This design comes from an exercise in tuning for small area, a short achievable clock period and few clock cycles per item on the open sky130 flow, not from production work. In this exercise RTL edits were held to simulation tests only and were not proved equivalent to the original.

## flow/design.v (module list and top-level ports; edited modules follow where they fit)
// module mul_fa: 10 lines
// module mul_bsel: 10 lines
// module mul_ha: 9 lines
// module mul_acc_nn: 1910 lines
module mul_acc_nn
#(
  parameter int WIDTH = 64,
  parameter int DIGIT = 4
) (
  input  logic               clk,
  input  logic               rst,
  input  logic               start,
  input  logic [WIDTH-1:0]   ina,
  input  logic [WIDTH-1:0]   inb,
  input  logic               acc_en,
  input  logic [2*WIDTH-1:0] acc_in,
  output logic [2*WIDTH-1:0] result,
  output logic               carry,
  output logic               busy,
  output logic               done,
  output logic               ready_n
);
  // ...
==> flow/flow/run.sh <==
#!/bin/bash
# The standard layout (standard.sh), with two changes to how it is made:
#  - timing repair aims at a setup slack of SETUP_SLACK_MARGIN ns against the 11 ns clock,
#    so the resizer works toward a shorter period than the clock's;
#  - the ports are buffered by sky130_fd_sc_hd__buf_1 instead of the default delay buffer.
# The clock, the SDC and every other setting are the standard ones.  The make output goes
# to flow.log here; each ORFS step writes its own log under orfs/logs/.
set -euo pipefail
bash standard.sh SETUP_SLACK_MARGIN=7.0 \
  BUFFER_PORTS_ARGS="-buffer_cell sky130_fd_sc_hd__buf_1" finish > flow.log 2>&1
==> flow/standard.sh <==
#!/bin/bash
# synth_recipe.tcl (not shown) runs the flow's synth.tcl, then flattens the netlist and writes it again
# the make line also repeats each setting of config.mk as NAME=value (left out here)
make -C /OpenROAD-flow-scripts/flow DESIGN_CONFIG=/design/flow/config.mk WORK_HOME=/design/flow/orfs CLKGATE_MAP_FILE= SYNTH_SCRIPT=/design/flow/synth_recipe.tcl "${@:-finish}"
==> flow/config.mk <==
export PLATFORM = sky130hd
export DESIGN_NAME = mul_acc_nn
export DESIGN_NICKNAME = mul_acc_nn
export VERILOG_FILES = /design/flow/design.v
export SDC_FILE = /design/flow/constraint.sdc
export NUM_CORES = 4
export LEC_CHECK = 0
export ABC_CLOCK_PERIOD_IN_PS = 4000
export CAP_MARGIN = 20
export CORE_MARGIN = 2
export CORE_UTILIZATION = 40
export PLACE_DENSITY = 0.6
export SLEW_MARGIN = 20
export SYNTH_HIERARCHICAL = 1
export SYNTH_MINIMUM_KEEP_SIZE = 0
==> flow/constraint.sdc <==
create_clock -name core_clock -period 11.0 [get_ports {clk}]
set_input_delay 2.2000 -clock core_clock [delete_from_list [all_inputs] [get_ports {clk}]]
set_output_delay 2.2000 -clock core_clock [all_outputs]
set_load 0.01 [all_outputs]
==> notes.md, run 1 <==
Via-per-instance ratio = 6.09
I/O pins = 392
Non-clock buffer share = 8.28%
Net count reported at finish = 5111
Grt peak-use layer = met2
Met3 WL post-DR = 21.3 mm
Clock sinks = 388
Period utilization = 37.1%
Crit-path leading delay family = simple AND/OR/NAND/NOR gates
Post-Synth Simple-Gate Area = 7.65%
Worst setup path end = r_q[62]$_DFFE_PP_
Port bufs = 391
Global Route met3 Usage = 10.5%
Number of flops mapped to enable cells by yosys = 193
Worst-path clk slew = 0.06 ns
CTS resizes = 112
Status = complete, no violations
Placer Congestion = 0.967
Largest family of logic cells by synthesized area = adder cells
Tightest Pin Transition = 1.12 ns
Most common cell after layout, fill and taps aside = fa_1
Most frequent cells in the layout = 633 x fa_1, 574 x xnor2_1, 520 x a22oi_2, 390 x buf_1, 246 x nand2_1
Post-synthesis mux area share = 0.356%
Fin Setup TNS = 0 ns
GR Util met1 = 42.2%
Global-route met2 utilization = 48.7%
Rows = 119
Relative slew slack = 25.4%
Testbench counts, summed over its fixed seeds: cycles 14,400, ops 2,400.
==> inputs of run 2 (changes only) <==
==> flow/run.sh (new file) <==
#!/bin/bash
# synth_recipe.tcl (not shown) runs the flow's synth.tcl, then flattens the netlist and writes it again
# the make line also repeats each setting of config.mk as NAME=value (left out here)
make -C /OpenROAD-flow-scripts/flow DESIGN_CONFIG=/design/flow/config.mk WORK_HOME=/design/flow/orfs CLKGATE_MAP_FILE= SYNTH_SCRIPT=/design/flow/synth_recipe.tcl finish
--- a/flow/config.mk
+++ b/flow/config.mk
@@ -5,7 +5,6 @@
 export SDC_FILE = /design/flow/constraint.sdc
 export NUM_CORES = 4
 export LEC_CHECK = 0
-export ABC_CLOCK_PERIOD_IN_PS = 4000
 export CAP_MARGIN = 20
 export CORE_MARGIN = 2
 export CORE_UTILIZATION = 40
removed: flow/flow/run.sh
removed: flow/standard.sh
==> notes.md, run 2 <==
R2r setup slk = 6.35 ns
Relative slew slack = 21.9% (-3.5 points)
Worst reg2reg path depth = 9
Status = complete, no violations
Wirelength per Cell = 30.5 µm
Starting DRT DRC Count = 2947
CTS resizes = 0 (-100%)
Number of flops mapped to enable cells by yosys = 193 (unchanged)
Count leader, synth = fa_1
Largest area contributor in the netlist = fa_1
Total routed wirelength = 165 mm
Compound-Gate Fraction of Synth Area = 22.2%
Fmax = 215 MHz
All-Layer GR Usage = 30.2%
Period utilization = 42.2% (+5.1 points)
Critical path class = reg2reg
Port bufs = 391 (unchanged)
Initial antenna violation count = 4
Critical R2R Capture = s_q[21]$_DFF_P_
Via-per-instance ratio = 5.99 (-1.7%)
Post-synthesis mux area share = 0.356% (unchanged)
DP HPWL = 123 mm
Clk Latency, worst-skew pair = 0.68 ns
Fraction of layout cells with a size suffix above 1 = 18.7%
Slew Viols, Final = 0
Most common cell after layout, fill and taps aside = fa_1
Worst-path clk slew = 0.06 ns (about the same)
Core area = 0.105 mm²
Pre-antenna DRT Iters = 5
Yosys top cell area share = 30.0%
First-pass GRT wire length = 239 mm
DRC violations left = 0
Ys async rst share = 1.55%
Rows = 119 (unchanged)
CP Launch Type = flop
Synth area leaders = fa_1 30%, a22oi_2 15%, edfxtp_1 14%
GRT overflow = 0
Hold_buf cts = 0
Mean area per synthesized cell = 12.0 µm²
Starting Density = 40.4%
Largest register FFs = 66
Clk_skew = 0.0599 ns
Sequential area share after synthesis = 22.9%
Fin Setup TNS = 0 ns (unchanged)
I/O pins = 392 (unchanged)
Most frequent cells after synthesis = 637 x fa_1, 575 x xnor2_1, 520 x a22oi_2
Yosys reg bits = 388
Adder-cell share of the synthesized area = 32.8%
Synthesized cell area = 0.0425 mm²
Worst EP arrival = 5.20 ns
Die height = 330 µm
Crit path required time = 11.56 ns
Vias = 32.4k
Worst hold path class = reg2reg
Top FF cell, synth = edfxtp_1
Worst setup EP type = flop
Placer Congestion = 0.945 (-2.2%)
Most frequent cells in the layout = 637 x fa_1, 575 x xnor2_1, 520 x a22oi_2, 390 x clkdlybuf4s50_1, 248 x nand2_1
CTS tree = yes
Post-Synth Simple-Gate Area = 7.65% (unchanged)
Worst setup path end = s_q[21]$_DFF_P_
Yosys cell types = 85
Cts bufs inserted = 50
Worst R2R Start = bone_q[2]$_DFF_P_
Maxcap violations = 0
Area Growth Syn to Fin = 18.5%
Die X = 330 µm
Largest regs = c_q (66), s_q (65)
Post-Synth XOR/XNOR Area = 12.3%
Longest Clk Path Bufs = 3
Net count reported at finish = 4964 (-2.9%)
H-tree levels = 2
Endpoints failing hold = 0
Tightest Pin Transition = 1.17 ns (+0.0531 ns)
Crit. Startpoint = bone_q[2]$_DFF_P_
RSZ-0062 raised after global routing = no
Mapped Cells = 3534
Number of global-route vias before repair = 33.6k
Largest net degree at the start of global routing = 113
Reg with most FFs = c_q
Setup violators final = 0
Hold_ws = 0.470 ns
Largest family of logic cells by synthesized area = adder cells
Clock sinks = 388 (unchanged)
Tmin final = 4.65 ns
YS warnings = 7
Antenna viol nets, final = 0
Root Driver = clkbuf_16
Crit-path max FO = 38
Die area = 0.109 mm²
Post-CTS Setup Inserts = 0
## run 2: changes by cell type in the layout (fill, tap and decap cells not counted), sizes merged
cell	change
clkinv	+5
clkdlybuf4s50	+390
nor2b	-1
inv	+3
clkbuf	-10
clkinvlp	+1
buf	-534
bufinv	-1
diode	-1
## run 2: layer usage
layer / part of all wire (%) / global-route usage, % / routed length [µm] / vias to the layer above
li1: - / - / - / 13555
met1: 40 / 40.2 / 66400 / 16904
met2: 46 / 48.2 / 76400 / 1646
met3: 10 / 7.95 / 16600 / 264
met4: 3.4 / 9.52 / 5620 / 4
met5: 0.013 / 0 / 22 / -
## run 2: worst min path at each step
| stage | from | to | slack (ns) | depth (start not counted) |
|---|---|---|---|---|
| global placement | ready_n$_DFFE_PP1P_ | ready_n$_DFFE_PP1P_ | 0.45 | 2 |
| CTS | ready_n$_DFFE_PP1P_ | ready_n$_DFFE_PP1P_ | 0.47 | 2 |
| detailed placement | ready_n$_DFFE_PP1P_ | ready_n$_DFFE_PP1P_ | 0.46 | 2 |
| finish | ready_n$_DFFE_PP1P_ | ready_n$_DFFE_PP1P_ | 0.47 | 2 |
| floorplan | busy$_DFF_PP0_ | s_q[64]$_SDFF_PP1_ | 0.43 | 0 |
| global route | ready_n$_DFFE_PP1P_ | ready_n$_DFFE_PP1P_ | 0.49 | 2 |
## run 2: logic make-up (layout without fill, tap and decap cells)
| group | count (synthesis) | count (layout) |
|---|---|---|
| buffers and inverters | 176 | 640 |
| other | 1 | 18 |
| muxes | 15 | 15 |
| and+or+nand+nor | 656 | 656 |
| AOI/OAI and AO/OA | 967 | 967 |
| adders and majority gates | 732 | 732 |
| xor gates and xnor gates | 599 | 599 |
| DFF | 388 | 388 |
## run 2: through the flow
| step | setup WS, ns | utilization [%] | cells | cell area, µm² |
|---|---|---|---|---|
| floorplan | 5.80 | - | 3550 | 42600 |
| global placement | 5.76 | 46.0 | 5308 | 48500 |
| detailed placement | 5.74 | 46.0 | 5308 | 48500 |
| CTS | 6.40 | 47.8 | 5402 | 50300 |
| global route | 6.14 | 47.8 | 5406 | 50400 |
| finish | 6.35 | 47.8 | 5406 | 50400 |
## run 2: modules after synthesis, one instance, submodules excluded
| module | flops+latches | times used | cells | area (µm²) |
|---|---|---|---|---|
| mul_acc_nn | 388 | 1 | 1852 | 18600 |
| mul_bsel | 0 | 520 | 2 | 21.3 |
| mul_fa | 0 | 635 | 1 | 20.0 |
| mul_ha | 0 | 7 | 1 | 12.5 |
## run 2: final cells by class
class	count	area, µm²
antenna	1	2.50
clock buffer	66	1500
clock inverter	28	352
fill	9678	54900
inverter	69	262
multi-input combinational	2986	32100
sequential	388	9830
tap	1391	1740
timing repair buffer	477	4590
## run 2: critical path, cell delays in order (launching register included)
cell     delay (ns)
dfxtp_4        0.77
buf_4          0.71
a22oi_2        0.18
xnor2_1        0.18
fa_1           0.44
fa_1           0.48
fa_1           0.39
fa_1           0.46
fa_1           0.47
a22o_1         0.29

[what the ideal ports hide]
No port has a modelled driver above. Below, the same layouts with a new extraction and two added sets of constraints. Step 1 assumes that a clkbuf_16 drives the clock port and a buf_2 every other input. Step 2, shift: input delay + t, output delay - t, t = (earliest + latest rising clock arrival at the registers) / 2. This alone moves slack from input paths to output paths. Three values: ideal, step 1, step 2; two values: the first two.
run | shift t [ns] | setup slack, ns | pins driven straight from the clock port
run 1 | 0.721 | 6.914 / 6.914 / 6.442 | 1
run 2 | 0.722 | 6.354 / 6.354 / 5.727 | 1
After both steps every run listed still meets setup and hold. For run 2, which loses most, drivers alone change the setup slack by 0.000 ns; drivers and shift together by -0.627 ns.
